From an optimization exercise on the open Yosys and OpenROAD flow, aimed at small area, a short achievable clock period and few clock cycles; shortcuts taken in it are not production practice.
No run shown here included a check of the RTL's function; only the layout flow was run.

`flow/constraint.sdc`:
```
create_clock -name core_clock -period 6.3 [get_ports {clk_i}]
set_input_delay 1.2600 -clock core_clock [delete_from_list [all_inputs] [get_ports {clk_i}]]
set_output_delay 1.2600 -clock core_clock [all_outputs]
set_load 0.01 [all_outputs]
```
`flow/flow/run.sh`:
```
#!/bin/bash
# Standard ORFS layout, with the port buffers inserted as the smallest buffer
# (the resizer still upsizes any that timing needs).
set -euo pipefail
export BUFFER_PORTS_ARGS="-buffer_cell sky130_fd_sc_hd__buf_1"
bash standard.sh finish > standard_flow.log 2>&1
```
`flow/design.v`:
```
`default_nettype none
package store_pkg;
  localparam int unsigned BUS_NIBBLES = 16;
  localparam int unsigned BUS_BYTES   = 8;
  localparam int unsigned BUS_NB_W    = 4;
  localparam int unsigned SEQ_NIBBLES = 32;
  localparam int unsigned SEQ_NB_W    = 5;
  typedef struct packed {
    logic [SEQ_NIBBLES-1:0][3:0] nb;
    logic [SEQ_NIBBLES-1:0]      en;
  } seq_entry_t;
  typedef struct packed {
    logic [BUS_NB_W-1:0] addr_off;
    logic                is_head;
    logic [BUS_NB_W:0]   lbn;
    logic                is_last;
    logic                is_final;
  } txn_beat_t;
  typedef struct packed {
    logic [7:0] vstart;
    logic [1:0] eew;
  } meta_t;
  typedef struct packed {
    logic [4*BUS_NIBBLES-1:0] data;
    logic [BUS_BYTES-1:0]     strb;
    logic                     last;
  } w_beat_t;
  typedef struct packed {
    logic                load;
    logic [SEQ_NB_W-1:0] load_ptr;
    logic                advance;
    logic [BUS_NB_W:0]   adv_cnt;
    logic                bus_clear;
    logic                seq_clear;
  } cursor_cmd_t;
  typedef struct packed {
    logic [BUS_NB_W:0]   start;
    logic [BUS_NB_W:0]   upper;
    logic [SEQ_NB_W-1:0] seq_ptr;
  } pack_win_t;
endpackage
`default_nettype wire
`timescale 1ns/1ps
`default_nettype none
module seq_store_top (
  input  wire logic                  clk_i,
  input  wire logic                  rst_ni,
  input  wire logic                  rx_deshfu_valid_i,
  output logic                       rx_deshfu_ready_o,
  input  wire store_pkg::seq_entry_t rx_deshfu_i,
  input  wire logic                  txn_valid_i,
  output logic                       txn_ready_o,
  input  wire store_pkg::txn_beat_t  txn_i,
  input  wire logic                  meta_valid_i,
  output logic                       meta_ready_o,
  input  wire store_pkg::meta_t      meta_i,
  output logic                       axi_w_valid_o,
  input  wire logic                  axi_w_ready_i,
  output store_pkg::w_beat_t         axi_w_o
);
  logic        in_req_q;
  logic        hold_q;
  logic        view_hold_q;   
  logic [4:0]  ptr_q;
  logic [15:0][3:0] hi_nb_q;
  logic [15:0]      hi_en_q;
  logic        out_valid_q;
  store_pkg::w_beat_t out_q;
  logic        tq_valid_q;
  logic [3:0]  tq_lower_q;
  logic [4:0]  tq_cnt_q;
  logic        tq_last_q;
  logic        tq_final_q;
  logic        tn_valid_q;
  logic [3:0]  tn_lower_q;
  logic [4:0]  tn_cnt_q;
  logic        tn_last_q;
  logic        tn_final_q;
  logic [4:0]  sum_q;     
  logic        span_q;    
  logic        ge17_q;    
  logic        ge32_q;    
  logic [4:0]  rot_q;     
  logic        mv0_q;
  logic        mv1_q;
  logic [4:0]  moff0_q;
  logic [4:0]  moff1_q;
  logic base;
  logic straddle;
  logic slot_free;
  logic need_x;
  logic step;
  logic capture;
  logic take_x;
  logic fin;
  logic load_meta;
  logic tn_move;
  logic tn_load;
  assign base      = in_req_q && tq_valid_q;
  assign straddle  = !hold_q && span_q;
  assign slot_free = !out_valid_q || axi_w_ready_i;
  assign need_x    = !hold_q || span_q;
  assign fin       = tq_final_q;
  assign capture   = base && straddle && rx_deshfu_valid_i;
  assign step      = base && !straddle && slot_free && (!need_x || rx_deshfu_valid_i);
  assign take_x    = capture || (step && (fin ? need_x : (!hold_q && ge17_q)));
  assign load_meta = mv0_q && (!in_req_q || (step && fin));
  assign tn_move   = step || !tq_valid_q;
  assign tn_load   = txn_valid_i && txn_ready_o;
  logic ready_go;     
  logic ready_free;   
  logic rx_pre_a;
  logic rx_pre_b;
  logic tx_pre_a;
  logic tx_pre_b;
  assign ready_go   = base && !straddle;
  assign ready_free = !need_x;
  assign rx_pre_a   = (base && straddle)
                      || (ready_go && !out_valid_q && (fin ? need_x : (!hold_q && ge17_q)));
  assign rx_pre_b   = ready_go && (fin ? need_x : (!hold_q && ge17_q));
  assign tx_pre_a   = !tn_valid_q || !tq_valid_q;
  assign tx_pre_b   = tn_valid_q && tq_valid_q && ready_go;
  assign txn_ready_o       = tx_pre_a
                             || (tx_pre_b && (!out_valid_q || axi_w_ready_i)
                                 && (ready_free || rx_deshfu_valid_i));
  assign rx_deshfu_ready_o = rx_pre_a || (rx_pre_b && axi_w_ready_i);
  assign meta_ready_o      = !mv1_q;
  logic [4:0] meta_off;
  logic [4:0] ptr_n;
  always_comb begin
    case (meta_i.eew)
      2'd0:    meta_off = {meta_i.vstart[3:0], 1'b0};
      2'd1:    meta_off = {meta_i.vstart[2:0], 2'b0};
      2'd2:    meta_off = {meta_i.vstart[1:0], 3'b0};
      default: meta_off = {meta_i.vstart[0], 4'b0};
    endcase
  end
  logic [3:0] lower_n;
  logic [4:0] cnt_n;
  logic [5:0] sum_s;
  logic [4:0] rot_s;
  always_comb begin
    if (step) begin
      ptr_n = fin ? moff0_q : sum_q;
    end else begin
      ptr_n = in_req_q ? ptr_q : moff0_q;
    end
    if (tn_move) begin
      lower_n = tn_lower_q;
      cnt_n   = tn_cnt_q;
    end else begin
      lower_n = tq_lower_q;
      cnt_n   = tq_cnt_q;
    end
  end
  assign sum_s = {1'b0, ptr_n} + {1'b0, cnt_n};
  assign rot_s = ptr_n - {1'b0, lower_n};
  always_ff @(posedge clk_i or negedge rst_ni) begin
    if (!rst_ni) begin
      in_req_q   <= 1'b0;
      hold_q     <= 1'b0;
      view_hold_q <= 1'b0;
      tq_valid_q <= 1'b0;
      tn_valid_q <= 1'b0;
    end else begin
      if (capture) begin
        hold_q <= 1'b1;
      end else if (step) begin
        if (fin) begin
          hold_q <= 1'b0;
        end else if (hold_q) begin
          hold_q <= !ge32_q;
        end else begin
          hold_q <= ge17_q && !ge32_q;
        end
      end
      if (capture) begin
        view_hold_q <= 1'b1;
      end else if (step) begin
        view_hold_q <= !fin && !ge32_q && (view_hold_q || ge17_q);
      end
      if (load_meta) begin
        in_req_q <= 1'b1;
      end else if (step && fin) begin
        in_req_q <= 1'b0;
      end
      if (tn_move) begin
        tq_valid_q <= tn_valid_q;
      end
      if (txn_ready_o) begin
        tn_valid_q <= txn_valid_i;
      end
    end
  end
  always_ff @(posedge clk_i) begin
    ptr_q  <= ptr_n;
    sum_q  <= sum_s[4:0];
    span_q <= sum_s > 6'd32;
    ge17_q <= sum_s >= 6'd17;
    ge32_q <= sum_s[5];
    rot_q  <= rot_s;
    if (tn_move) begin
      tq_lower_q <= tn_lower_q;
      tq_cnt_q   <= tn_cnt_q;
      tq_last_q  <= tn_last_q;
      tq_final_q <= tn_final_q;
    end
    if (tn_load) begin
      tn_lower_q <= txn_i.is_head ? txn_i.addr_off : 4'd0;
      tn_cnt_q   <= (txn_i.is_last ? txn_i.lbn : 5'd16)
                    - {1'b0, txn_i.is_head ? txn_i.addr_off : 4'd0};
      tn_last_q  <= txn_i.is_last;
      tn_final_q <= txn_i.is_final;
    end
  end
  logic meta_push;
  assign meta_push = meta_valid_i && !mv1_q;
  always_ff @(posedge clk_i or negedge rst_ni) begin
    if (!rst_ni) begin
      mv0_q <= 1'b0;
      mv1_q <= 1'b0;
    end else begin
      if (load_meta) begin
        mv0_q <= mv1_q || meta_push;
        mv1_q <= 1'b0;
      end else begin
        mv0_q <= mv0_q || meta_push;
        mv1_q <= mv1_q || (mv0_q && meta_push);
      end
    end
  end
  always_ff @(posedge clk_i) begin
    if (load_meta ? !mv1_q : !mv0_q) begin
      moff0_q <= meta_off;
    end else if (load_meta) begin
      moff0_q <= moff1_q;
    end
    if (meta_push && mv0_q && !load_meta) begin
      moff1_q <= meta_off;
    end
  end
  always_ff @(posedge clk_i) begin
    if (take_x) begin
      for (int j = 0; j < 16; j++) begin
        hi_nb_q[j] <= rx_deshfu_i.nb[16+j];
      end
      hi_en_q <= rx_deshfu_i.en[31:16];
    end
  end
  logic [31:0][4:0] view;
  always_comb begin
    for (int j = 0; j < 32; j++) begin
      if (j >= 17 && view_hold_q) begin
        view[j] = {hi_en_q[j-16], hi_nb_q[j-16]};
      end else begin
        view[j] = {rx_deshfu_i.en[j], rx_deshfu_i.nb[j]};
      end
    end
  end
  logic [30:0][4:0] r4;
  logic [22:0][4:0] r3;
  logic [18:0][4:0] r2;
  logic [16:0][4:0] r1;
  logic [15:0][4:0] r0;
  always_comb begin
    for (int k = 0; k < 31; k++) r4[k] = rot_q[4] ? view[(k+16)%32] : view[k];
    for (int k = 0; k < 23; k++) r3[k] = rot_q[3] ? r4[k+8] : r4[k];
    for (int k = 0; k < 19; k++) r2[k] = rot_q[2] ? r3[k+4] : r3[k];
    for (int k = 0; k < 17; k++) r1[k] = rot_q[1] ? r2[k+2] : r2[k];
    for (int k = 0; k < 16; k++) r0[k] = rot_q[0] ? r1[k+1] : r1[k];
  end
  logic [4:0]       tq_upper;
  logic [15:0][3:0] bus_nb;
  assign tq_upper = {1'b0, tq_lower_q} + tq_cnt_q;
  logic [15:0]      bus_en;
  logic [7:0]       bus_strb;
  always_comb begin
    for (int i = 0; i < 16; i++) begin
      if (4'(i) >= tq_lower_q && 5'(i) < tq_upper) begin
        bus_nb[i] = r0[i][3:0];
        bus_en[i] = r0[i][4];
      end else begin
        bus_nb[i] = 4'd0;
        bus_en[i] = 1'b0;
      end
    end
    for (int k = 0; k < 8; k++) begin
      bus_strb[k] = bus_en[2*k] | bus_en[2*k+1];
    end
  end
  always_ff @(posedge clk_i or negedge rst_ni) begin
    if (!rst_ni) begin
      out_valid_q <= 1'b0;
    end else if (step) begin
      out_valid_q <= 1'b1;
    end else if (axi_w_ready_i) begin
      out_valid_q <= 1'b0;
    end
  end
  always_ff @(posedge clk_i) begin
    if (step) begin
      out_q.data <= bus_nb;
      out_q.strb <= bus_strb;
      out_q.last <= tq_last_q;
    end
  end
  assign axi_w_valid_o = out_valid_q;
  assign axi_w_o       = out_q;
endmodule
`default_nettype wire
```
`flow/standard.sh`:
```
#!/bin/bash
# synth_recipe.tcl (not shown) runs the flow's synth.tcl, then flattens the netlist and writes it again
# the make line also repeats each setting of config.mk as NAME=value (left out here)
make -C /OpenROAD-flow-scripts/flow DESIGN_CONFIG=/design/flow/config.mk WORK_HOME=/design/flow/orfs CLKGATE_MAP_FILE= SYNTH_SCRIPT=/design/flow/synth_recipe.tcl "${@:-finish}"
```
`flow/config.mk`:
```
export PLATFORM = sky130hd
export DESIGN_NAME = seq_store_top
export DESIGN_NICKNAME = seq_store_top
export VERILOG_FILES = /design/flow/design.v
export SDC_FILE = /design/flow/constraint.sdc
export NUM_CORES = 4
export LEC_CHECK = 0
export CAP_MARGIN = 20
export CORE_MARGIN = 2
export CORE_UTILIZATION = 60
export SETUP_SLACK_MARGIN = 3.3
export SLEW_MARGIN = 20
```
==> results.yml, run 1 <==
worst_setup_path:
  path_cells: "buf_1, nand2b_4, and3b_2, buf_4, o2bb2ai_2, buf_2"
  critPathLaunchType: "input pin"
  slowest_delay_ps: 250
  endpoint_kind: "output pin"
  worstPathMaxFanout: 3
  cp.buffers_inverters: 3
  cpMaxStageDelayCell: "and3b_2"
  cp_data_required_time_ps: 5040
  crit_family: "simple AND/OR/NAND/NOR gates"
  crit_arrival_ps: 2140
  worst-setup-path-type: "in2out"
route:
  drt-total-wl_um: 48100
  wl_per_cell_um: 24.6
  first_pass_iters: 9
  drc_errors: 0
  via_per_inst: 6.65
  first_iter_violations: 1621
  vias: 13000
  drtAntennaViolNets: 0
timing:
  finalSetupTns_ps: 0
  fin_worst_skew_ps: 13.8
  finalCriticalPeriod_ps: 3400
  relSlewSlack: 0.328
  worst_pin_slew_ps: 1010
  fin_ws_ps: 2900
  rsz0062_at_grt: "true"
  max_freq_mhz: 294
  period_share: 0.539
  finalHoldViolations: 0
  slew_viol_final: 0
  setup_viol: 0
logic_synthesis:
  synth_nets: 1569
  synth_fa_ha_area_frac: 0.0204
  ys.flop_type: "edfxtp_1"
  synth.distinct_cells: 67
  syn_area_mm2: 0.0144
  synthSimpleGateAreaFrac: 0.0956
  synth_top_family_by_area: "multiplexers"
  synth_seq_area_share: 0.404
  synth_compound_area_frac: 0.175
  synth_cells: 1360
  yosys_warnings: 33
  syn_avg_cell_area_um2: 10.6
  synth-edff-count: 169
  synth_xor_area_frac: 0.00905
  ys_ff_latch: 204
  async_flop_share: 0.0392
  synthMuxAreaShare: 0.253
outcome:
  outcome: "finished clean"
clock_network:
  clk_path_buf_depth: 3
  tritoncts: "built"
  cts_buffers: 22
  htree_levels: 1
  cts_num_sinks: 204
  clock_latency_ps: 520
  cts.clk_slew.worst_paths_ps: 60
  cts-root-buf: "clkbuf_16"
layout:
  syn2layout_area_growth_pct: 20.0
  final_cell_area_mm2: 0.0173
  layout.nets: 1825
  final_core_util: 0.735
  diodes: 0
  final_cell_count_no_fill: 1951
  drive_above_1_share: 0.202
global_route:
  grt_pass1_wl_um: 71900
  grtUsageTotal: 0.368
  grt_max_degree: 76
  antenna_found_initial: 0
  grt-ovfl-total: 0
  grt_pass1_vias: 12400
floorplan:
  core_area_mm2: 0.0235
  row_count: 56
  die_x_um: 159
  start_util: 0.613
  io_pins: 265
  dieHeight_um: 159
  dieArea_mm2: 0.0252
run:
  cap_violations: 0
place:
  preCtsSetupSlack_ps: 1780
  dp.cells: 1858
  port_buffers: 260
  gp_congestion: 1.01
  placed_area_mm2: 0.0155
  dp.final_hpwl_um: 34100
hold_path:
  min_path_type: "reg2reg"
synth_stat cells (9+ instances only):
cell | n | area share
edfxtp_1 | 169 | 0.35
a21o_1 | 14 | 0.0073
buf_4 | 12 | 0.0063
a221o_1 | 9 | 0.0063
ha_1 | 17 | 0.015
o22ai_1 | 100 | 0.044
nor2_1 | 155 | 0.040
clkbuf_1 | 48 | 0.013
buf_2 | 33 | 0.011
mux2_2 | 83 | 0.065
nor2b_1 | 13 | 0.0057
mux2i_1 | 183 | 0.13
inv_1 | 34 | 0.0089
o211ai_1 | 26 | 0.014
dfxtp_1 | 27 | 0.038
nand2b_1 | 26 | 0.011
o21ai_0 | 63 | 0.022
nand2_1 | 43 | 0.011
a221oi_1 | 15 | 0.0091
mux4_2 | 37 | 0.058
a211oi_1 | 30 | 0.016
a21oi_1 | 54 | 0.019
nor3_1 | 21 | 0.0073
and2_1 | 10 | 0.0044
area by class of cell:
| type | count | area [um^2] |
|---|---|---|
| clock buffers | 29 | 651 |
| clock inverters | 11 | 62.6 |
| fillers | 1662 | 6220 |
| inverters | 35 | 145 |
| multi-input cells | 1020 | 8470 |
| flip-flops and latches | 204 | 5840 |
| well taps | 319 | 399 |
| repair buffers | 333 | 1680 |
cells by family (layout without fill, tap and decap cells):
group,after synthesis,after routing
and+or+nand+nor,303,303
muxes,306,306
AOI/OAI and AO/OA,376,376
buffers and inverters,136,408
adders and majority gates,21,21
DFF,204,204
xor gates and xnor gates,14,14
final timing paths:
path	startpoint	endpoint	slack, ps	depth (start not counted)
worst max-delay path	axi_w_ready_i	rx_deshfu_ready_o	2900	6
worst min-delay path	tn_final_q$_DFFE_PP_	tq_final_q$_DFFE_PN_	420	0
worst max register to register	tq_valid_q$_DFFE_PN0N_	ge17_q$_DFF_P_	3130	13
worst min register to register	tn_final_q$_DFFE_PP_	tq_final_q$_DFFE_PN_	420	0
max in group asynchronous	rst_ni	view_hold_q$_DFFE_PN0P_	5230	1
min in group asynchronous	rst_ni	view_hold_q$_DFFE_PN0P_	690	1
state kept, by name, summed over array words and instances (netlist names), 5 cells and up:
signal and count:
hi_en_q 15, hi_nb_q 60, out_q 73, ptr_q 5
rot_q 5, sum_q 5, tn_cnt_q 5, tq_cnt_q 5
cell usage in the layout (no fill, tap or decap), types with 9 or more instances in the layout:
master     synthesis  routed
nor3_1            21      19
a21o_1            14      14
dfxtp_1           27      17
ha_1              17      13
o22ai_1          100      98
a211oi_1          30      27
nand2_1           43      35
a221o_1            9       9
clkbuf_16          0      25
a21oi_1           54      44
buf_4             12      57
buf_1              6     258
edfxtp_1         169     169
inv_1             34      31
nand2b_1          26      23
a21oi_2            1       9
mux2i_1          183     182
mux4_2            37      37
o21ai_0           63      58
o211ai_1          26      26
nor2_1           155     146
and2_1            10      10
a221oi_1          15      11
nor2b_1           13      12
mux2_2            83      81
per-layer routing:
metal,part of all wire,GRT usage
met3,0.096,0.0606
met2,0.47,0.608
met1,0.37,0.468
met4,0.063,0.190
met5,0,0
what timing repair did:
action	4_1_cts	5_1_grt
hold buffers	0	0
resized for setup	74	50
pin swaps	21	31
setup endpoints to repair	85	106
buffers inserted	27	26
stage by stage:
| stage | hold slack [ps] |
|---|---|
| floorplan | 400 |
| global placement | 403 |
| detailed placement | 405 |
| CTS | 420 |
| global route | 432 |
| finish | 421 |
==> run 2: changes to the inputs <==
--- a/flow/config.mk
+++ b/flow/config.mk
@@ -10,2 +10,4 @@
 export CORE_UTILIZATION = 60
+export CTS_CLUSTER_DIAMETER = 100
+export CTS_CLUSTER_SIZE = 20
 export SETUP_SLACK_MARGIN = 3.3
==> run 2 against run 1 <==
Compared with the run above:
- synthesized cell count unchanged
- critical path depth up 10
- routed wire length increased by 0.66%
- die area unchanged
- still clean on timing, DRC and antenna
- count of clock-buffer cells in the layout decreased by 6
- hold slack better by 17 ps
- via count increased by 0.73%
==> results.yml, run 2 <==
outcome:
  outcome: "finished clean"
logic_synthesis:
  synthTopCellsByCount: "183 x mux2i_1, 169 x edfxtp_1, 155 x nor2_1, 100 x o22ai_1, 83 x mux2_2"
  synth.distinct_cells: 67
  synth_nets: 1569
  synth_cells: 1360
  syn_area_mm2: 0.0144
  async_flop_share: 0.0392
  synth_area_leaders: "edfxtp_1 35%, mux2i_1 13%, mux2_2 6.5%, mux4_2 5.8%, o22ai_1 4.4%"
  synth_top_area_cell: "edfxtp_1"
  netlist.area_leader.share: 0.353
  ys_ff_latch: 204
  yosys_warnings: 33
  syn_avg_cell_area_um2: 10.6
  synth_seq_area_share: 0.404
  synth-edff-count: 169
  ys.flop_type: "edfxtp_1"
  yosysMostFrequentCell: "mux2i_1"
run:
  cap_violations: 0
timing:
  fin_ws_ps: 2940
  finalCriticalPeriod_ps: 3360
  period_share: 0.533
  setup_viol: 0
  fin_worst_skew_ps: 23.2
  relSlewSlack: 0.353
  rsz0062_at_grt: "true"
  max_freq_mhz: 298
  worst_pin_slew_ps: 971
  finalSetupTns_ps: 0
  slew_viol_final: 0
  finalHoldViolations: 0
worst_setup_path:
  critPathLaunchType: "input pin"
  worst-setup-path-type: "in2reg"
  worstPathMaxFanout: 4
  r2r-end: "span_q$_DFF_P_"
  regToRegSetupSlack_ps: 3180
  crit_arrival_ps: 3730
  cp_data_required_time_ps: 6670
  timing.rr.start: "tq_valid_q$_DFFE_PN0N_"
  endpoint_kind: "flop"
  r2r_cells: 15
place:
  port_buffers: 260
  dp.final_hpwl_um: 34100
  gp_congestion: 1.01
  preCtsSetupSlack_ps: 1780
layout:
  final_cell_mix: "258 x buf_1, 181 x mux2i_1, 169 x edfxtp_1, 145 x nor2_1, 97 x o22ai_1"
  drive_above_1_share: 0.203
  syn2layout_area_growth_pct: 19.4
  reg_top3: "out_q: 73 flops, hi_nb_q: 60 flops, hi_en_q: 15 flops"
  layout_commonest_cell: "buf_1"
  diodes: 0
  largest_reg_flops: 73
  largest-register: "out_q"
  layout.nets: 1828
route:
  drt-total-wl_um: 48400
  via_per_inst: 6.71
  drc_errors: 0
  vias: 13100
  drtAntennaViolNets: 0
  first_pass_iters: 6
  wl_per_cell_um: 24.9
  first_iter_violations: 1436
floorplan:
  io_pins: 265
  core_area_mm2: 0.0235
  die_x_um: 159
  start_util: 0.613
  dieHeight_um: 159
  row_count: 56
  dieArea_mm2: 0.0252
hold_path:
  min_path_type: "reg2reg"
  hold_path_depth: 0
  holdCritStartpoint: "tn_final_q$_DFFE_PP_"
  min_to: "tq_final_q$_DFFE_PN_"
clock_network:
  clk_path_buf_depth: 3
  tritoncts: "built"
  cts_hold_buf: 0
  cts_num_sinks: 204
  cts_buffers: 14
  htree_levels: 1
  cts.clk_slew.worst_paths_ps: 90
  clock_latency_ps: 510
  cts-root-buf: "clkbuf_16"
global_route:
  antenna_found_initial: 0
  grtUsageTotal: 0.366
  grt_pass1_wl_um: 71700
  grt-ovfl-total: 0
  grt_pass1_vias: 12400
  grt_max_degree: 76
[run 2: per-layer routing]
metal | part of all wire | vias to the layer above | wire length, um | track usage
li1 | - | 5810 | - | -
met1 | 0.38 | 6249 | 18300 | 0.469
met2 | 0.47 | 821 | 23000 | 0.612
met3 | 0.087 | 185 | 4220 | 0.0556
met4 | 0.059 | 0 | 2870 | 0.173
met5 | 0 | - | 0 | 0
[run 2: worst max-delay path by stage]
stage	end	slack [ps]	from
finish	span_q$_DFF_P_	2940	axi_w_ready_i
global route	span_q$_DFF_P_	2840	axi_w_ready_i
CTS	rx_deshfu_ready_o	2990	axi_w_ready_i
detailed placement	ge17_q$_DFF_P_	1780	axi_w_ready_i
global placement	ge17_q$_DFF_P_	1910	axi_w_ready_i
floorplan	ge17_q$_DFF_P_	1650	axi_w_ready_i
[run 2: cells by family after synthesis]
logic type                 Yosys count  synth area share
buffers and inverters              136            0.0425
xor gates and xnor gates            14           0.00905
and+or+nand+nor                    303            0.0956
AOI/OAI and AO/OA                  376             0.175
muxes                              306             0.253
DFF                                204             0.404
adders and majority gates           21            0.0204
[run 2: final cells by class]
type | instances | area [um^2]
repair buffers | 344 | 1810
clock buffers | 23 | 448
multi-input cells | 1020 | 8520
clock inverters | 1 | 8.76
fillers | 1665 | 6310
inverters | 35 | 145
flip-flops and latches | 204 | 5840
well taps | 319 | 399
[run 2: what timing repair did]
item | 4_1_cts | 5_1_grt
pin swaps | 23 | 23
buffers inserted | 35 | 29
endpoints found under the setup margin | 85 | 131
resized for setup | 77 | 61
[run 2: worst max-delay path, cell delays in order]
cell and delay, ps:
buf_1 70, nand2b_4 130, and3b_2 240, nand2b_4 100, buf_6 100, buf_6 100
clkinvlp_4 100, a21boi_4 210, buf_4 140, nor2_1 50, nor2_2 200, ha_4 260
a21oi_4 180, xnor2_2 120, nor4_4 330, a21oi_1 120
[run 2: metrics by stage]
| step | instance area [um^2] | hold WS [ps] | cells | utilization |
|---|---|---|---|---|
| after floorplan | 14400 | 400 | 1360 | - |
| after global placement | 15500 | 403 | 1858 | 0.660 |
| after detailed placement | 15500 | 405 | 1858 | 0.660 |
| after CTS | 16600 | 425 | 1917 | 0.709 |
| after global routing | 17200 | 459 | 1946 | 0.731 |
| final | 17200 | 437 | 1946 | 0.731 |
==> run 3: changes to the inputs <==
--- a/flow/config.mk
+++ b/flow/config.mk
@@ -10,4 +10,4 @@
 export CORE_UTILIZATION = 60
-export CTS_CLUSTER_DIAMETER = 100
-export CTS_CLUSTER_SIZE = 20
+export CTS_CLUSTER_DIAMETER = 60
+export CTS_CLUSTER_SIZE = 25
 export SETUP_SLACK_MARGIN = 3.3
==> run 3 against run 2 <==
Compared with the run above:
- critical path depth fell by 10
- largest cell class unchanged
- via count is 0.51% lower
- hold slack lost 8.6 ps
- register-to-register slack improved by 160 ps
- final area increased by 0.15%
- flip-flop and latch count did not move
- clock skew decreased by 2.7 ps
- sequential share of layout area fell by 0.059 points
==> results.yml, run 3 <==
layout:
  largest-register: "out_q"
  drive_above_1_share: 0.200
  syn2layout_area_growth_pct: 19.5
  largest_reg_flops: 73
  layout_commonest_cell: "buf_1"
  layout.nets: 1819
  reg_top3: "out_q: 73 flops, hi_nb_q: 60 flops, hi_en_q: 15 flops"
  final_cell_mix: "258 x buf_1, 182 x mux2i_1, 169 x edfxtp_1, 147 x nor2_1, 96 x o22ai_1"
  diodes: 0
worst_setup_path:
  crit_top_cell: "nand2b_4"
  setup.worst_path.start: "axi_w_ready_i"
  worst-setup-path-type: "in2out"
  cp_data_required_time_ps: 5040
  cp-endpoint: "txn_ready_o"
  slowest_delay_ps: 240
  r2r_cells: 7
  regToRegSetupSlack_ps: 3340
  worstPathMaxFanout: 4
  endpoint_kind: "output pin"
  cpMaxStageDelayCell: "and3b_2"
  r2r-end: "out_q[21]$_SDFFCE_PN0P_"
  crit_family: "simple AND/OR/NAND/NOR gates"
  cp.depth: 6
  path_cells: "buf_1, nand2b_4, and3b_2, nand2b_4, nand3_4, buf_6"
  critPathLaunchType: "input pin"
  cp.buffers_inverters: 2
  crit_arrival_ps: 2050
  timing.rr.start: "view_hold_q$_DFFE_PN0P_"
logic_synthesis:
  yosys_warnings: 33
  synth_area_leaders: "edfxtp_1 35%, mux2i_1 13%, mux2_2 6.5%, mux4_2 5.8%, o22ai_1 4.4%"
  async_flop_share: 0.0392
  synth_cells: 1360
  syn_area_mm2: 0.0144
  synth_top_area_cell: "edfxtp_1"
  netlist.area_leader.share: 0.353
  synth_nets: 1569
  yosysMostFrequentCell: "mux2i_1"
  synth-edff-count: 169
  synthTopCellsByCount: "183 x mux2i_1, 169 x edfxtp_1, 155 x nor2_1, 100 x o22ai_1, 83 x mux2_2"
  ys_ff_latch: 204
  syn_avg_cell_area_um2: 10.6
  synth_seq_area_share: 0.404
  ys.flop_type: "edfxtp_1"
  synth.distinct_cells: 67
route:
  vias: 13000
  via_per_inst: 6.70
  drtAntennaViolNets: 0
  first_iter_violations: 1509
  first_pass_iters: 6
  drt-total-wl_um: 47600
  wl_per_cell_um: 24.5
  drc_errors: 0
clock_network:
  cts.clk_slew.worst_paths_ps: 90
  tritoncts: "built"
  cts_buffers: 19
  cts-root-buf: "clkbuf_16"
  clock_latency_ps: 520
  cts_num_sinks: 204
  htree_levels: 1
  clk_path_buf_depth: 3
  cts_hold_buf: 0
timing:
  fin_worst_skew_ps: 20.4
  finalHoldViolations: 0
  rsz0062_at_grt: "true"
  relSlewSlack: 0.324
  finalCriticalPeriod_ps: 3310
  max_freq_mhz: 302
  period_share: 0.525
  slew_viol_final: 0
  worst_pin_slew_ps: 1010
  finalSetupTns_ps: 0
  hold_slack_ps: 429
  setup_viol: 0
hold_path:
  min_path_type: "reg2reg"
floorplan:
  die_x_um: 159
  dieArea_mm2: 0.0252
  core_area_mm2: 0.0235
  row_count: 56
  start_util: 0.613
  io_pins: 265
  dieHeight_um: 159
global_route:
  grt_pass1_vias: 12400
  grt_max_degree: 76
  antenna_found_initial: 0
  grt_pass1_wl_um: 71900
  grtUsageTotal: 0.368
  grt-ovfl-total: 0
place:
  dp.final_hpwl_um: 34100
  gp_congestion: 1.01
  port_buffers: 260
outcome:
  outcome: "finished clean"
run:
  cap_violations: 0
run 3: cell counts after synthesis:
No cell type changed its count.
run 3: how the worst min path moves through the flow:
stage	from	to	slack (ps)	cells past startpoint
after global placement	tn_last_q$_DFFE_PP_	tq_last_q$_DFFE_PN_	400	0
after global routing	tn_last_q$_DFFE_PP_	tq_last_q$_DFFE_PN_	440	0
after detailed placement	tn_final_q$_DFFE_PP_	tq_final_q$_DFFE_PN_	410	0
after floorplan	tq_last_q$_DFFE_PN_	out_q[0]$_DFFE_PP_	400	0
after CTS	tn_final_q$_DFFE_PP_	tq_final_q$_DFFE_PN_	430	0
final	tn_final_q$_DFFE_PP_	tq_final_q$_DFFE_PN_	430	0
run 3: cell families after synthesis:
kind of cell    synth area share
compound gates             0.175
mux                        0.253
simple gates              0.0956
flops                      0.404
buf+inv                   0.0425
fa+ha+maj                 0.0204
xor+xnor                 0.00905
run 3: area by class of cell:
class	count	area [um^2]
Clock buffer	19	475
Clock inverter	14	216
Fill cell	1657	6280
Inverter	35	148
Multi-Input combinational cell	1020	8470
Sequential cell	204	5840
Tap cell	319	399
Timing Repair Buffer	330	1640
run 3: routing by layer:
metal / share of wire / wire length, um / vias up / GRT usage
li1: - / - / 5797 / -
met2: 0.47 / 22300 / 792 / 0.612
met1: 0.38 / 17900 / 6222 / 0.467
met4: 0.066 / 3140 / 0 / 0.197
met3: 0.090 / 4280 / 187 / 0.0538
met5: 0 / 0 / - / 0
run 3: per-stage QoR:
step	area [um^2]	setup slack, ps	cells	utilization
2_1_floorplan	14400	1650	1360	-
3_3_place_gp	15500	1910	1858	0.660
3_5_place_dp	15500	1780	1858	0.660
4_1_cts	16800	2990	1921	0.718
5_1_grt	17200	2930	1941	0.732
6_report	17200	2990	1941	0.732
run 3: worst register-to-register path, delay by kind of cell (launching register included):
family,cells,cell delay (ps)
compound gates,3,850
buf+inv,1,290
flops,1,510
mux,2,890
simple gates,1,180
run 3: timing repair:
| action | in CTS | in global routing |
|---|---|---|
| setup buffers | 30 | 20 |
| gates cloned | 0 | 0 |
| pin swaps | 26 | 24 |
| resized for setup | 81 | 42 |
| setup endpoints to repair | 85 | 54 |
==> run 4: changes to the inputs <==
--- a/flow/design.v
+++ b/flow/design.v
@@ -137,22 +137,23 @@
   end
-  logic [3:0] lower_n;
-  logic [4:0] cnt_n;
+  logic [4:0] ptr_1;    
+  logic [4:0] ptr_0;    
+  logic [3:0] lower_0;
+  logic [4:0] cnt_0;
+  logic [5:0] sum_1;
+  logic [5:0] sum_0;
+  logic [4:0] rot_1;
+  logic [4:0] rot_0;
+  assign ptr_1   = fin ? moff0_q : sum_q;
+  assign ptr_0   = in_req_q ? ptr_q : moff0_q;
+  assign lower_0 = tq_valid_q ? tq_lower_q : tn_lower_q;
+  assign cnt_0   = tq_valid_q ? tq_cnt_q : tn_cnt_q;
+  assign sum_1   = {1'b0, ptr_1} + {1'b0, tn_cnt_q};
+  assign sum_0   = {1'b0, ptr_0} + {1'b0, cnt_0};
+  assign rot_1   = ptr_1 - {1'b0, tn_lower_q};
+  assign rot_0   = ptr_0 - {1'b0, lower_0};
   logic [5:0] sum_s;
   logic [4:0] rot_s;
-  always_comb begin
-    if (step) begin
-      ptr_n = fin ? moff0_q : sum_q;
-    end else begin
-      ptr_n = in_req_q ? ptr_q : moff0_q;
-    end
-    if (tn_move) begin
-      lower_n = tn_lower_q;
-      cnt_n   = tn_cnt_q;
-    end else begin
-      lower_n = tq_lower_q;
-      cnt_n   = tq_cnt_q;
-    end
-  end
-  assign sum_s = {1'b0, ptr_n} + {1'b0, cnt_n};
-  assign rot_s = ptr_n - {1'b0, lower_n};
+  assign ptr_n = step ? ptr_1 : ptr_0;
+  assign sum_s = step ? sum_1 : sum_0;
+  assign rot_s = step ? rot_1 : rot_0;
   always_ff @(posedge clk_i or negedge rst_ni) begin
@@ -197,4 +198,4 @@
     sum_q  <= sum_s[4:0];
-    span_q <= sum_s > 6'd32;
-    ge17_q <= sum_s >= 6'd17;
+    span_q <= step ? sum_1 > 6'd32 : sum_0 > 6'd32;
+    ge17_q <= step ? sum_1 >= 6'd17 : sum_0 >= 6'd17;
     ge32_q <= sum_s[5];
--- a/flow/config.mk
+++ b/flow/config.mk
@@ -10,4 +10,2 @@
 export CORE_UTILIZATION = 60
-export CTS_CLUSTER_DIAMETER = 60
-export CTS_CLUSTER_SIZE = 25
 export SETUP_SLACK_MARGIN = 3.3
==> run 4 against run 3 <==
Compared with the run above:
- global-route usage shrank 1.8 points
- clock skew decreased by 6.4 ps
- hold slack better by 8.9 ps
- non-clock buffer count is 37 lower
- core utilization decreased by 3.9 points
- first-iteration DRC count increased by 21%
- die area increased by 6.0%
- synthesized area rose by 6.2%
- critical endpoint is now rx_deshfu_ready_o
- register-to-register slack improved by 50 ps
- routed wire length decreased by 1.4%
==> results.yml, run 4 <==
floorplan:
  row_count: 58
  dieArea_mm2: 0.0267
  start_util: 0.608
  die_x_um: 164
  dieHeight_um: 164
  io_pins: 265
  core_area_mm2: 0.0251
worst_setup_path:
  timing.rr.start: "view_hold_q$_DFFE_PN0P_"
  r2r_cells: 7
  r2r-end: "out_q[2]$_DFFE_PN_"
  setup.worst_path.start: "axi_w_ready_i"
  critPathLaunchType: "input pin"
  endpoint_kind: "output pin"
  cp_data_required_time_ps: 5040
  worst-setup-path-type: "in2out"
  worstPathMaxFanout: 4
  regToRegSetupSlack_ps: 3390
  cp-endpoint: "rx_deshfu_ready_o"
  crit_arrival_ps: 1920
timing:
  finalSetupTns_ps: 0
  setup_viol: 0
  slew_viol_final: 0
  relSlewSlack: 0.454
  finalHoldViolations: 0
  rsz0062_at_grt: "true"
  worst_pin_slew_ps: 816
  fin_ws_ps: 3120
  hold_slack_ps: 437
  fin_worst_skew_ps: 14.0
  max_freq_mhz: 314
  period_share: 0.505
  finalCriticalPeriod_ps: 3180
clock_network:
  cts_buffers: 22
  clock_latency_ps: 520
  htree_levels: 1
  cts.clk_slew.worst_paths_ps: 60
  cts-root-buf: "clkbuf_16"
  tritoncts: "built"
  clk_path_buf_depth: 3
  cts_num_sinks: 204
route:
  wl_per_cell_um: 25.0
  first_pass_iters: 6
  vias: 13000
  drc_errors: 0
  drt-total-wl_um: 47000
  drtAntennaViolNets: 0
  first_iter_violations: 1831
  via_per_inst: 6.90
logic_synthesis:
  synth_top_area_cell: "edfxtp_1"
  ys_ff_latch: 204
  synthTopCellsByCount: "178 x edfxtp_1, 120 x mux4_2, 120 x nor2_1, 114 x o22ai_1, 89 x mux2_2"
  syn_avg_cell_area_um2: 11.5
  ys.flop_type: "edfxtp_1"
  netlist.area_leader.share: 0.350
  synth.distinct_cells: 73
  yosysMostFrequentCell: "edfxtp_1"
  synth_seq_area_share: 0.387
  synth_area_leaders: "edfxtp_1 35%, mux4_2 18%, mux2_2 6.6%, o22ai_1 4.7%, mux2i_1 3.7%"
  yosys_warnings: 33
  syn_area_mm2: 0.0153
  async_flop_share: 0.0392
  synth_cells: 1325
  synth_nets: 1545
  synth-edff-count: 178
outcome:
  outcome: "finished clean"
run:
  cap_violations: 0
layout:
  drive_above_1_share: 0.217
  largest_reg_flops: 73
  largest-register: "out_q"
  reg_top3: "out_q: 73 flops, hi_nb_q: 60 flops, hi_en_q: 15 flops"
  syn2layout_area_growth_pct: 14.1
  fillCellCount: 1877
  layout_commonest_cell: "buf_1"
  final_cell_mix: "257 x buf_1, 178 x edfxtp_1, 120 x mux4_2, 118 x nor2_1, 113 x o22ai_1"
  layout.nets: 1758
global_route:
  grt_max_degree: 78
  grt-ovfl-total: 0
  grt_pass1_vias: 12000
  grt_pass1_wl_um: 70900
  antenna_found_initial: 0
  grtUsageTotal: 0.351
place:
  preCtsSetupSlack_ps: 1940
  gp_congestion: 0.966
  dp.final_hpwl_um: 34900
  port_buffers: 260
hold_path:
  min_path_type: "reg2reg"
-- run 4: worst min-delay path by stage --
stage / to / start / slack (ps) / cells after the start
final: tq_final_q$_DFFE_PP_ / tn_final_q$_DFFE_PP_ / 440 / 0
after detailed placement: tq_final_q$_DFFE_PP_ / tn_final_q$_DFFE_PP_ / 420 / 0
after global routing: tq_last_q$_DFFE_PP_ / tn_last_q$_DFFE_PP_ / 450 / 0
after floorplan: out_q[0]$_DFFE_PN_ / tq_last_q$_DFFE_PP_ / 400 / 0
after global placement: tq_final_q$_DFFE_PP_ / tn_final_q$_DFFE_PP_ / 400 / 0
after CTS: tq_final_q$_DFFE_PP_ / tn_final_q$_DFFE_PP_ / 430 / 0
-- run 4: routing by layer --
metal	share of wire	vias to the layer above	global-route usage
li1	-	5765	-
met1	0.43	6248	0.554
met2	0.41	894	0.481
met3	0.14	67	0.104
met4	0.020	0	0.0670
met5	0	-	0
-- run 4: per-stage QoR --
stage                     std cells  instance area (um^2)  utilization
after floorplan                1325                 15300            -
after detailed placement       1830                 16400        0.652
after CTS                      1875                 17300        0.688
after global placement         1830                 16400        0.652
after global routing           1880                 17400        0.694
final                          1881                 17400        0.694
-- run 4: critical path: stages --
cell and delay (ps):
buf_1 80, nand2b_4 160, nand2_1 70, nand2_1 60
a22oi_2 120, nor2_1 60, clkbuf_2 120
-- run 4: cell type report --
cell class	count	area (um^2)	share of cell area
Antenna cell	1	2.50	0.000144
Inverter	36	158	0.00905
Sequential cell	204	5920	0.340
Multi-Input combinational cell	981	8920	0.512
Clock buffer	25	562	0.0323
Timing Repair Buffer	293	1330	0.0761
Clock inverter	11	116	0.00668
Tap cell	330	413	0.0237
-- run 4: kinds of logic after synthesis --
logic type,after synthesis,share of synthesized area
compound gates,368,0.164
xor+xnor,17,0.00975
fa+ha+maj,32,0.0292
buf+inv,140,0.0406
flops,204,0.387
mux,269,0.283
simple gates,295,0.0865
-- run 4: repair_timing --
| action | in CTS | in global routing |
|---|---|---|
| endpoints found under the setup margin | 257 | 63 |
| buffers inserted | 9 | 5 |
| pin swaps | 7 | 6 |
| hold endpoints to repair | 0 | 0 |
| gates cloned | 0 | 0 |
| hold buffers | 0 | 0 |
| resized for setup | 39 | 27 |
==> run 5: changes to the inputs <==
--- a/flow/config.mk
+++ b/flow/config.mk
@@ -10,2 +10,4 @@
 export CORE_UTILIZATION = 60
+export CTS_CLUSTER_DIAMETER = 60
+export CTS_CLUSTER_SIZE = 25
 export SETUP_SLACK_MARGIN = 3.3
==> run 5 against run 4 <==
Compared with the run above:
- sequential share of layout area down 0.063 points
- maximum frequency fell by 1.1%
- synthesized cell count did not move
- die area unchanged
- final cell count rose by 0.11%
- non-clock buffer count up 4
- critical endpoint unchanged
- highest routed layer unchanged
==> results.yml, run 5 <==
worst_setup_path:
  cpMaxStageDelayCell: "nand2b_4"
  crit_family: "simple AND/OR/NAND/NOR gates"
  worstPathMaxFanout: 4
  worst-setup-path-type: "in2out"
  path_cells: "buf_1, nand2b_4, nand2_2, nand2_1, a22oi_2, nor2_1, buf_2"
  crit_arrival_ps: 1960
  cp_data_required_time_ps: 5040
  slowest_delay_ps: 160
  critPathLaunchType: "input pin"
  endpoint_kind: "output pin"
  cp.buffers_inverters: 2
layout:
  regArea_mm2: 0.00592
  syn2layout_area_growth_pct: 14.3
  largest_reg_flops: 73
  fillCellCount: 1877
  layout.nets: 1759
  reg_top3: "out_q: 73 flops, hi_nb_q: 60 flops, hi_en_q: 15 flops"
  largest-register: "out_q"
  final_cell_mix: "257 x buf_1, 178 x edfxtp_1, 120 x mux4_2, 118 x nor2_1, 113 x o22ai_1"
  drive_above_1_share: 0.222
  final_cell_count_no_fill: 1883
  multi_input_area_mm2: 0.00893
  layout_commonest_cell: "buf_1"
floorplan:
  core_area_mm2: 0.0251
  io_pins: 265
  row_count: 58
  die_x_um: 164
  dieArea_mm2: 0.0267
  start_util: 0.608
  dieHeight_um: 164
clock_network:
  clk_path_buf_depth: 3
  cts_buffers: 19
  cts-root-buf: "clkbuf_16"
  cts.clk_slew.worst_paths_ps: 70
  tritoncts: "built"
  cts_num_sinks: 204
  clock_latency_ps: 530
  htree_levels: 1
  cts_hold_buf: 0
timing:
  rsz0062_at_grt: "true"
  period_share: 0.511
  finalCriticalPeriod_ps: 3220
  finalHoldViolations: 0
  fin_ws_ps: 3080
  worst_pin_slew_ps: 812
  fin_worst_skew_ps: 15.4
  relSlewSlack: 0.456
  finalSetupTns_ps: 0
  max_freq_mhz: 311
  slew_viol_final: 0
  setup_viol: 0
logic_synthesis:
  synthSimpleGateAreaFrac: 0.0865
  synth-edff-count: 178
  async_flop_share: 0.0392
  synth_fa_ha_area_frac: 0.0292
  synthTopCellsByCount: "178 x edfxtp_1, 120 x mux4_2, 120 x nor2_1, 114 x o22ai_1, 89 x mux2_2"
  synth_top_area_cell: "edfxtp_1"
  synth_cells: 1325
  synth_top_family_by_area: "multiplexers"
  yosys_warnings: 33
  syn_avg_cell_area_um2: 11.5
  ys.flop_type: "edfxtp_1"
  synth.distinct_cells: 73
  synth_area_leaders: "edfxtp_1 35%, mux4_2 18%, mux2_2 6.6%, o22ai_1 4.7%, mux2i_1 3.7%"
  synthMuxAreaShare: 0.283
  yosysMostFrequentCell: "edfxtp_1"
  syn_area_mm2: 0.0153
  netlist.area_leader.share: 0.350
  synth_seq_area_share: 0.387
  synth_nets: 1545
  synth_xor_area_frac: 0.00975
  synth_compound_area_frac: 0.164
  ys_ff_latch: 204
route:
  via_per_inst: 6.91
  drc_errors: 0
  wl_per_cell_um: 24.8
  first_pass_iters: 6
  drtAntennaViolNets: 0
  vias: 13000
  first_iter_violations: 1842
  drt-total-wl_um: 46700
place:
  port_buffers: 260
  dp.cells: 1830
  dp.final_hpwl_um: 34900
  preCtsSetupSlack_ps: 1940
  gp_congestion: 0.966
global_route:
  grt_pass1_vias: 11900
  antenna_found_initial: 0
  grtUsageTotal: 0.348
  grt-ovfl-total: 0
  grt_pass1_wl_um: 70400
  grt_max_degree: 78
run:
  cap_violations: 0
hold_path:
  min_path_type: "reg2reg"
outcome:
  outcome: "finished clean"
## run 5: final timing paths
path / from / to / slack [ps] / cells after the start
setup / recovery: axi_w_ready_i / rx_deshfu_ready_o / 3080 / 7
hold / removal: tn_final_q$_DFFE_PP_ / tq_final_q$_DFFE_PP_ / 440 / 0
setup reg to reg: view_hold_q$_DFFE_PN0P_ / out_q[2]$_DFFE_PN_ / 3370 / 7
hold reg to reg: tn_final_q$_DFFE_PP_ / tq_final_q$_DFFE_PP_ / 440 / 0
max in group asynchronous: rst_ni / view_hold_q$_DFFE_PN0P_ / 5310 / 1
min in group asynchronous: rst_ni / out_valid_q$_DFFE_PN0P_ / 650 / 1
## run 5: what timing repair did
action / 4_1_cts / 5_1_grt
setup endpoints to repair: 257 / 95
pin swaps: 5 / 7
resized for setup: 33 / 38
buffers inserted: 10 / 8
## run 5: layout make-up
class	instances	share of cell area
Multi-Input combinational cell	981	0.512
Clock inverter	14	0.0107
Inverter	36	0.00903
Sequential cell	204	0.339
Clock buffer	20	0.0275
Antenna cell	1	0.000143
Tap cell	330	0.0237
Timing Repair Buffer	297	0.0781
## run 5: metal layers
metal / routed length [um] / share of wire / track usage / up-vias
met5: 0 / 0 / 0 / -
met4: 933 / 0.020 / 0.0662 / 0
met3: 6640 / 0.14 / 0.102 / 83
met2: 19000 / 0.41 / 0.474 / 907
met1: 20100 / 0.43 / 0.553 / 6272
li1: - / - / - / 5757
## run 5: kinds of logic (layout without fill, tap and decap cells)
| logic type | Yosys count | count (layout) |
|---|---|---|
| flip-flops | 204 | 204 |
| other | 0 | 1 |
| multiplexers | 269 | 269 |
| AO/OA/AOI/OAI | 368 | 368 |
| buffers and inverters | 140 | 367 |
| XOR/XNOR | 17 | 17 |
| adder cells (fa/ha/maj) | 32 | 32 |
| AND/OR/NAND/NOR | 295 | 295 |
## run 5: metrics by stage
stage	hold slack [ps]	area, um^2	utilization
2_1_floorplan	400	15300	-
3_3_place_gp	400	16400	0.652
3_5_place_dp	420	16400	0.652
4_1_cts	437	17200	0.687
5_1_grt	445	17400	0.695
6_report	437	17500	0.695
==> run 6: changes to the inputs <==
--- a/flow/config.mk
+++ b/flow/config.mk
@@ -10,4 +10,4 @@
 export CORE_UTILIZATION = 60
-export CTS_CLUSTER_DIAMETER = 60
-export CTS_CLUSTER_SIZE = 25
+export CTS_CLUSTER_DIAMETER = 70
+export CTS_CLUSTER_SIZE = 32
 export SETUP_SLACK_MARGIN = 3.3
==> run 6 against run 5 <==
Compared with the run above:
- still clean
- critical path depth unchanged
- final area fell by 0.42%
- synthesized cell count did not move
- routed wire length is 0.46% higher
- critical path type unchanged
- hold slack gained 6.2 ps
- non-clock buffer count grew 4
==> results.yml, run 6 <==
outcome:
  outcome: "finished clean"
floorplan:
  row_count: 58
  dieHeight_um: 164
  start_util: 0.608
  core_area_mm2: 0.0251
  io_pins: 265
  die_x_um: 164
  dieArea_mm2: 0.0267
place:
  port_buffers: 260
  dp.cells: 1830
  gp_congestion: 0.966
  placed_area_mm2: 0.0164
  dp.final_hpwl_um: 34900
global_route:
  antenna_found_initial: 0
  grt-ovfl-total: 0
  grt_pass1_vias: 11900
  grt_pass1_wl_um: 70800
  grt_max_degree: 78
  grtUsageTotal: 0.349
logic_synthesis:
  yosysMostFrequentCell: "edfxtp_1"
  synth-edff-count: 178
  synth_nets: 1545
  netlist.area_leader.share: 0.350
  ys.flop_type: "edfxtp_1"
  synthTopCellsByCount: "178 x edfxtp_1, 120 x mux4_2, 120 x nor2_1, 114 x o22ai_1, 89 x mux2_2"
  async_flop_share: 0.0392
  yosys_warnings: 33
  synth.distinct_cells: 73
  syn_avg_cell_area_um2: 11.5
  synth_seq_area_share: 0.387
  synth_cells: 1325
  synth_area_leaders: "edfxtp_1 35%, mux4_2 18%, mux2_2 6.6%, o22ai_1 4.7%, mux2i_1 3.7%"
  syn_area_mm2: 0.0153
  ys_ff_latch: 204
  synth_top_area_cell: "edfxtp_1"
route:
  first_iter_violations: 1858
  drt-total-wl_um: 46900
  wl_per_cell_um: 24.9
  drc_errors: 0
  drtAntennaViolNets: 0
  via_per_inst: 6.91
  vias: 13000
  first_pass_iters: 6
hold_path:
  min_path_type: "reg2reg"
clock_network:
  cts-root-buf: "clkbuf_16"
  cts_buffers: 15
  cts_num_sinks: 204
  htree_levels: 1
  tritoncts: "built"
  clock_latency_ps: 520
  clk_path_buf_depth: 3
  cts.clk_slew.worst_paths_ps: 100
worst_setup_path:
  setup.worst_path.start: "axi_w_ready_i"
  worstPathMaxFanout: 4
  r2r-end: "out_q[12]$_SDFFCE_PN0N_"
  timing.rr.start: "tq_lower_q[0]$_DFFE_PP_"
  cp-endpoint: "rx_deshfu_ready_o"
  worst-setup-path-type: "in2out"
  critPathLaunchType: "input pin"
  crit_arrival_ps: 1910
  regToRegSetupSlack_ps: 3360
  endpoint_kind: "output pin"
  cp_data_required_time_ps: 5040
  r2r_cells: 8
timing:
  rsz0062_at_grt: "true"
  fin_worst_skew_ps: 17.7
  max_freq_mhz: 315
  setup_viol: 0
  slew_viol_final: 0
  hold_slack_ps: 443
  worst_pin_slew_ps: 947
  finalSetupTns_ps: 0
  relSlewSlack: 0.369
  finalHoldViolations: 0
  period_share: 0.503
  finalCriticalPeriod_ps: 3170
layout:
  final_cell_count_no_fill: 1879
  fillCellCount: 1909
  final_cell_area_mm2: 0.0174
  layout_commonest_cell: "buf_1"
  reg_top3: "out_q: 73 flops, hi_nb_q: 60 flops, hi_en_q: 15 flops"
  layout.nets: 1759
  largest-register: "out_q"
  drive_above_1_share: 0.220
  syn2layout_area_growth_pct: 13.8
  largest_reg_flops: 73
  final_cell_mix: "257 x buf_1, 178 x edfxtp_1, 120 x mux4_2, 118 x nor2_1, 113 x o22ai_1"
run:
  cap_violations: 0
-- run 6: final cells by class --
type | count | area (um^2) | area share
multi-input combinational | 981 | 8930 | 0.514
sequential | 204 | 5920 | 0.341
timing repair buffer | 301 | 1390 | 0.0800
tap | 330 | 413 | 0.0238
clock buffer | 15 | 375 | 0.0216
clock inverter | 11 | 194 | 0.0112
inverter | 36 | 158 | 0.00907
antenna | 1 | 2.50 | 0.000144
-- run 6: kinds of logic (layout without fill, tap and decap cells) --
logic type      count (synthesis)  in the layout  share of synthesized area
compound gates                368            368                      0.164
simple gates                  295            295                     0.0865
mux                           269            269                      0.283
flops                         204            204                      0.387
buf+inv                       140            363                     0.0406
fa+ha+maj                      32             32                     0.0292
xor+xnor                       17             17                    0.00975
other cells                     0              1                          0
-- run 6: worst min-delay path by stage --
stage | endpoint | start | cells after the start
after detailed placement | tq_final_q$_DFFE_PP_ | tn_final_q$_DFFE_PP_ | 0
after global placement | tq_final_q$_DFFE_PP_ | tn_final_q$_DFFE_PP_ | 0
after global routing | out_q[0]$_DFFE_PN_ | tq_last_q$_DFFE_PP_ | 0
after floorplan | out_q[0]$_DFFE_PN_ | tq_last_q$_DFFE_PP_ | 0
after CTS | out_q[0]$_DFFE_PN_ | tq_last_q$_DFFE_PP_ | 0
final | out_q[0]$_DFFE_PN_ | tq_last_q$_DFFE_PP_ | 0
-- run 6: worst max-delay path, cell delays in order --
cell      delay, ps
buf_1            70
nand2b_4        160
nand2_2          60
nand2_1          50
a22oi_2         120
nor2_1           60
buf_2           130
-- run 6: metrics by stage --
stage                util  setup slack, ps
CTS                 0.683             3100
detailed placement  0.652             1940
global route        0.692             3070
floorplan               -             2630
global placement    0.652             1980
finish              0.692             3130
-- run 6: timing repair --
action,CTS,global route
hold buffers,0,0
gates resized for setup,38,29
pin swaps,10,11
setup endpoints to repair,257,64
buffers inserted,10,12
-- run 6: routing by layer --
layer / track usage / vias up / part of all wire
met5: 0 / - / 0
met1: 0.557 / 6252 / 0.44
met4: 0.0614 / 0 / 0.017
met2: 0.481 / 909 / 0.41
met3: 0.0967 / 53 / 0.13
li1: - / 5764 / -
==> run 7: changes to the inputs <==
--- a/flow/config.mk
+++ b/flow/config.mk
@@ -12,3 +12,3 @@
 export CTS_CLUSTER_SIZE = 32
-export SETUP_SLACK_MARGIN = 3.3
+export SETUP_SLACK_MARGIN = 3.0
 export SLEW_MARGIN = 20
==> run 7 against run 6 <==
Compared with the run above:
- die area unchanged
- core utilization down 0.74 points
- largest cell class unchanged
- non-clock buffer count down 17
- synthesized cell count unchanged
- hold slack worse by 15 ps
==> results.yml, run 7 <==
layout:
  layout_commonest_cell: "buf_1"
  diodes: 0
  largest_reg_flops: 73
  drive_above_1_share: 0.201
  layout.nets: 1744
  reg_top3: "out_q: 73 flops, hi_nb_q: 60 flops, hi_en_q: 15 flops"
  final_cell_mix: "258 x buf_1, 178 x edfxtp_1, 120 x mux4_2, 118 x nor2_1, 114 x o22ai_1"
  fillCellCount: 1959
  largest-register: "out_q"
  syn2layout_area_growth_pct: 12.6
clock_network:
  cts_buffers: 17
  tritoncts: "built"
  cts_hold_buf: 0
  clk_path_buf_depth: 3
  cts.clk_slew.worst_paths_ps: 110
  cts_num_sinks: 204
  cts-root-buf: "clkbuf_16"
  clock_latency_ps: 540
  htree_levels: 1
route:
  vias: 13100
  drc_errors: 0
  drtAntennaViolNets: 0
  first_pass_iters: 6
  wl_per_cell_um: 25.3
  drt-total-wl_um: 47300
  via_per_inst: 7.00
  first_iter_violations: 1850
timing:
  period_share: 0.520
  finalHoldViolations: 0
  max_freq_mhz: 305
  setup_viol: 0
  fin_worst_skew_ps: 30.5
  slew_viol_final: 0
  finalCriticalPeriod_ps: 3270
  hold_slack_ps: 428
  worst_pin_slew_ps: 1080
  finalSetupTns_ps: 0
  relSlewSlack: 0.277
  rsz0062_at_grt: "true"
  fin_ws_ps: 3030
worst_setup_path:
  crit_family: "compound AO/OA/AOI/OAI gates"
  crit_arrival_ps: 3670
  path_cells: "ha_1, nor2_1, o21ba_2, or2_2, a311oi_1, o211a_1"
  setup.worst_path.start: "tq_lower_q[2]$_DFFE_PP_"
  timing.rr.start: "tq_lower_q[2]$_DFFE_PP_"
  endpoint_kind: "flop"
  slowest_delay_ps: 930
  r2r-end: "out_q[16]$_SDFFCE_PN0N_"
  cp.buffers_inverters: 0
  cp_data_required_time_ps: 6700
  worstPathMaxFanout: 13
  r2r_cells: 6
  worst-setup-path-type: "reg2reg"
  cpMaxStageDelayCell: "a311oi_1"
  critPathLaunchType: "flop"
  regToRegSetupSlack_ps: 3030
logic_synthesis:
  netlist.area_leader.share: 0.350
  synth.distinct_cells: 73
  syn_area_mm2: 0.0153
  ys.flop_type: "edfxtp_1"
  yosysMostFrequentCell: "edfxtp_1"
  ys_ff_latch: 204
  synth_cells: 1325
  synthSimpleGateAreaFrac: 0.0865
  synth_top_area_cell: "edfxtp_1"
  yosys_warnings: 33
  synth_area_leaders: "edfxtp_1 35%, mux4_2 18%, mux2_2 6.6%, o22ai_1 4.7%, mux2i_1 3.7%"
  synthMuxAreaShare: 0.283
  synth_compound_area_frac: 0.164
  synth_xor_area_frac: 0.00975
  synth_top_family_by_area: "multiplexers"
  synth-edff-count: 178
  async_flop_share: 0.0392
  synth_seq_area_share: 0.387
  syn_avg_cell_area_um2: 11.5
  synth_nets: 1545
  synth_fa_ha_area_frac: 0.0292
  synthTopCellsByCount: "178 x edfxtp_1, 120 x mux4_2, 120 x nor2_1, 114 x o22ai_1, 89 x mux2_2"
floorplan:
  start_util: 0.608
  row_count: 58
  dieArea_mm2: 0.0267
  io_pins: 265
  core_area_mm2: 0.0251
  dieHeight_um: 164
  die_x_um: 164
place:
  dp.final_hpwl_um: 35700
  gp_congestion: 0.958
  preCtsSetupSlack_ps: 1870
  port_buffers: 260
run:
  cap_violations: 0
global_route:
  use_met1: 0.552
  grt_max_degree: 90
  antenna_found_initial: 1
  grt-busiest-layer: "met1"
  grt_pass1_vias: 11900
  grt_pass1_wl_um: 70700
  grt-ovfl-total: 0
  use_met2: 0.485
  globalRouteMet3Util: 0.0970
  grtUsageTotal: 0.349
hold_path:
  min_to: "tq_final_q$_DFFE_PP_"
  holdCritStartpoint: "tn_final_q$_DFFE_PP_"
  hold_path_depth: 0
  min_path_type: "reg2reg"
outcome:
  outcome: "finished clean"
==> run 7: cell counts after synthesis <==
Identical to the previous run, type by type.
==> run 7: worst max-delay path by stage <==
stage | end | cells after the start | slack (ps)
after floorplan | hi_en_q[10]$_DFFE_PP_ | 5 | 2630
after global placement | txn_ready_o | 6 | 2010
after detailed placement | moff1_q[3]$_DFFE_PP_ | 8 | 1870
after CTS | txn_ready_o | 6 | 2970
after global routing | out_q[2]$_DFFE_PN_ | 7 | 2940
final | out_q[16]$_SDFFCE_PN0N_ | 6 | 3030
==> run 7: repair_timing <==
| action | 4_1_cts | 5_1_grt |
|---|---|---|
| setup buffers | 1 | 4 |
| pin swaps | 1 | 4 |
| setup endpoints to repair | 220 | 36 |
| gates resized for setup | 11 | 17 |
==> run 7: logic make-up after synthesis <==
group | Yosys count
xor gates and xnor gates | 17
buffers and inverters | 140
and+or+nand+nor | 295
DFF | 204
AOI/OAI and AO/OA | 368
adders and majority gates | 32
muxes | 269
==> run 7: per-layer routing <==
metal / vias to the layer above / routed length, um
met1: 6326 / 20000
met4: 2 / 915
met3: 72 / 6450
met5: - / 13
met2: 936 / 19900
li1: 5724 / -
==> run 7: cell type report <==
type	count	area, um^2	share of cell area
clock inverter	13	254	0.0148
multi-input combinational	981	8820	0.513
inverter	36	156	0.00910
timing repair buffer	284	1200	0.0699
clock buffer	17	425	0.0247
tap	330	413	0.0240
sequential	204	5920	0.344
==> run 7: through the flow <==
step	instance area [um^2]	cells	util
floorplan	15300	1325	-
global placement	16400	1830	0.652
detailed placement	16400	1830	0.652
CTS	17100	1861	0.680
global route	17200	1865	0.685
finish	17200	1865	0.685

[static timing again, ports no longer ideal]
In the flow no input, the clock included, has a driving cell. The finished layouts below were timed again as built, in two steps.
Step 1 (the two cells are an assumption about what drives the block):
set clk [get_ports {clk_i}]
set_driving_cell -lib_cell sky130_fd_sc_hd__clkbuf_16 $clk
set_driving_cell -lib_cell sky130_fd_sc_hd__buf_2 [delete_from_list [all_inputs] $clk]
Step 2, shift: input delay + t, output delay - t, t = (earliest + latest rising clock arrival at the registers) / 2. This alone moves slack from input paths to output paths.
a / b / c = ideal / step 1 / step 2; a / b = the first two.
run	t, ns	setup WS [ns]	worst setup path at the end	latest minus earliest clock arrival (ns)	worst slew at a driven data input, ns
run 1	0.562	2.903 / 2.881 / 2.406	input to register	0.015 / 0.015	0.07
run 2	0.548	2.945 / 2.933 / 2.430	input to register	0.024 / 0.024	0.07
run 3	0.560	2.989 / 2.969 / 2.583	input to register	0.022 / 0.022	0.07
run 4	0.570	3.116 / 3.081 / 2.963	input to register	0.014 / 0.015	0.09
run 5	0.573	3.080 / 3.053 / 2.952	input to register	0.017 / 0.017	0.09
run 6	0.558	3.130 / 3.100 / 2.911	input to register	0.019 / 0.020	0.09
run 7	0.575	3.026 / 3.026 / 2.652	input to register	0.030 / 0.030	0.07
After both steps setup and hold are still met in every run listed. For run 2, which loses most, drivers alone change the setup slack by -0.012 ns; drivers and shift together by -0.515 ns.
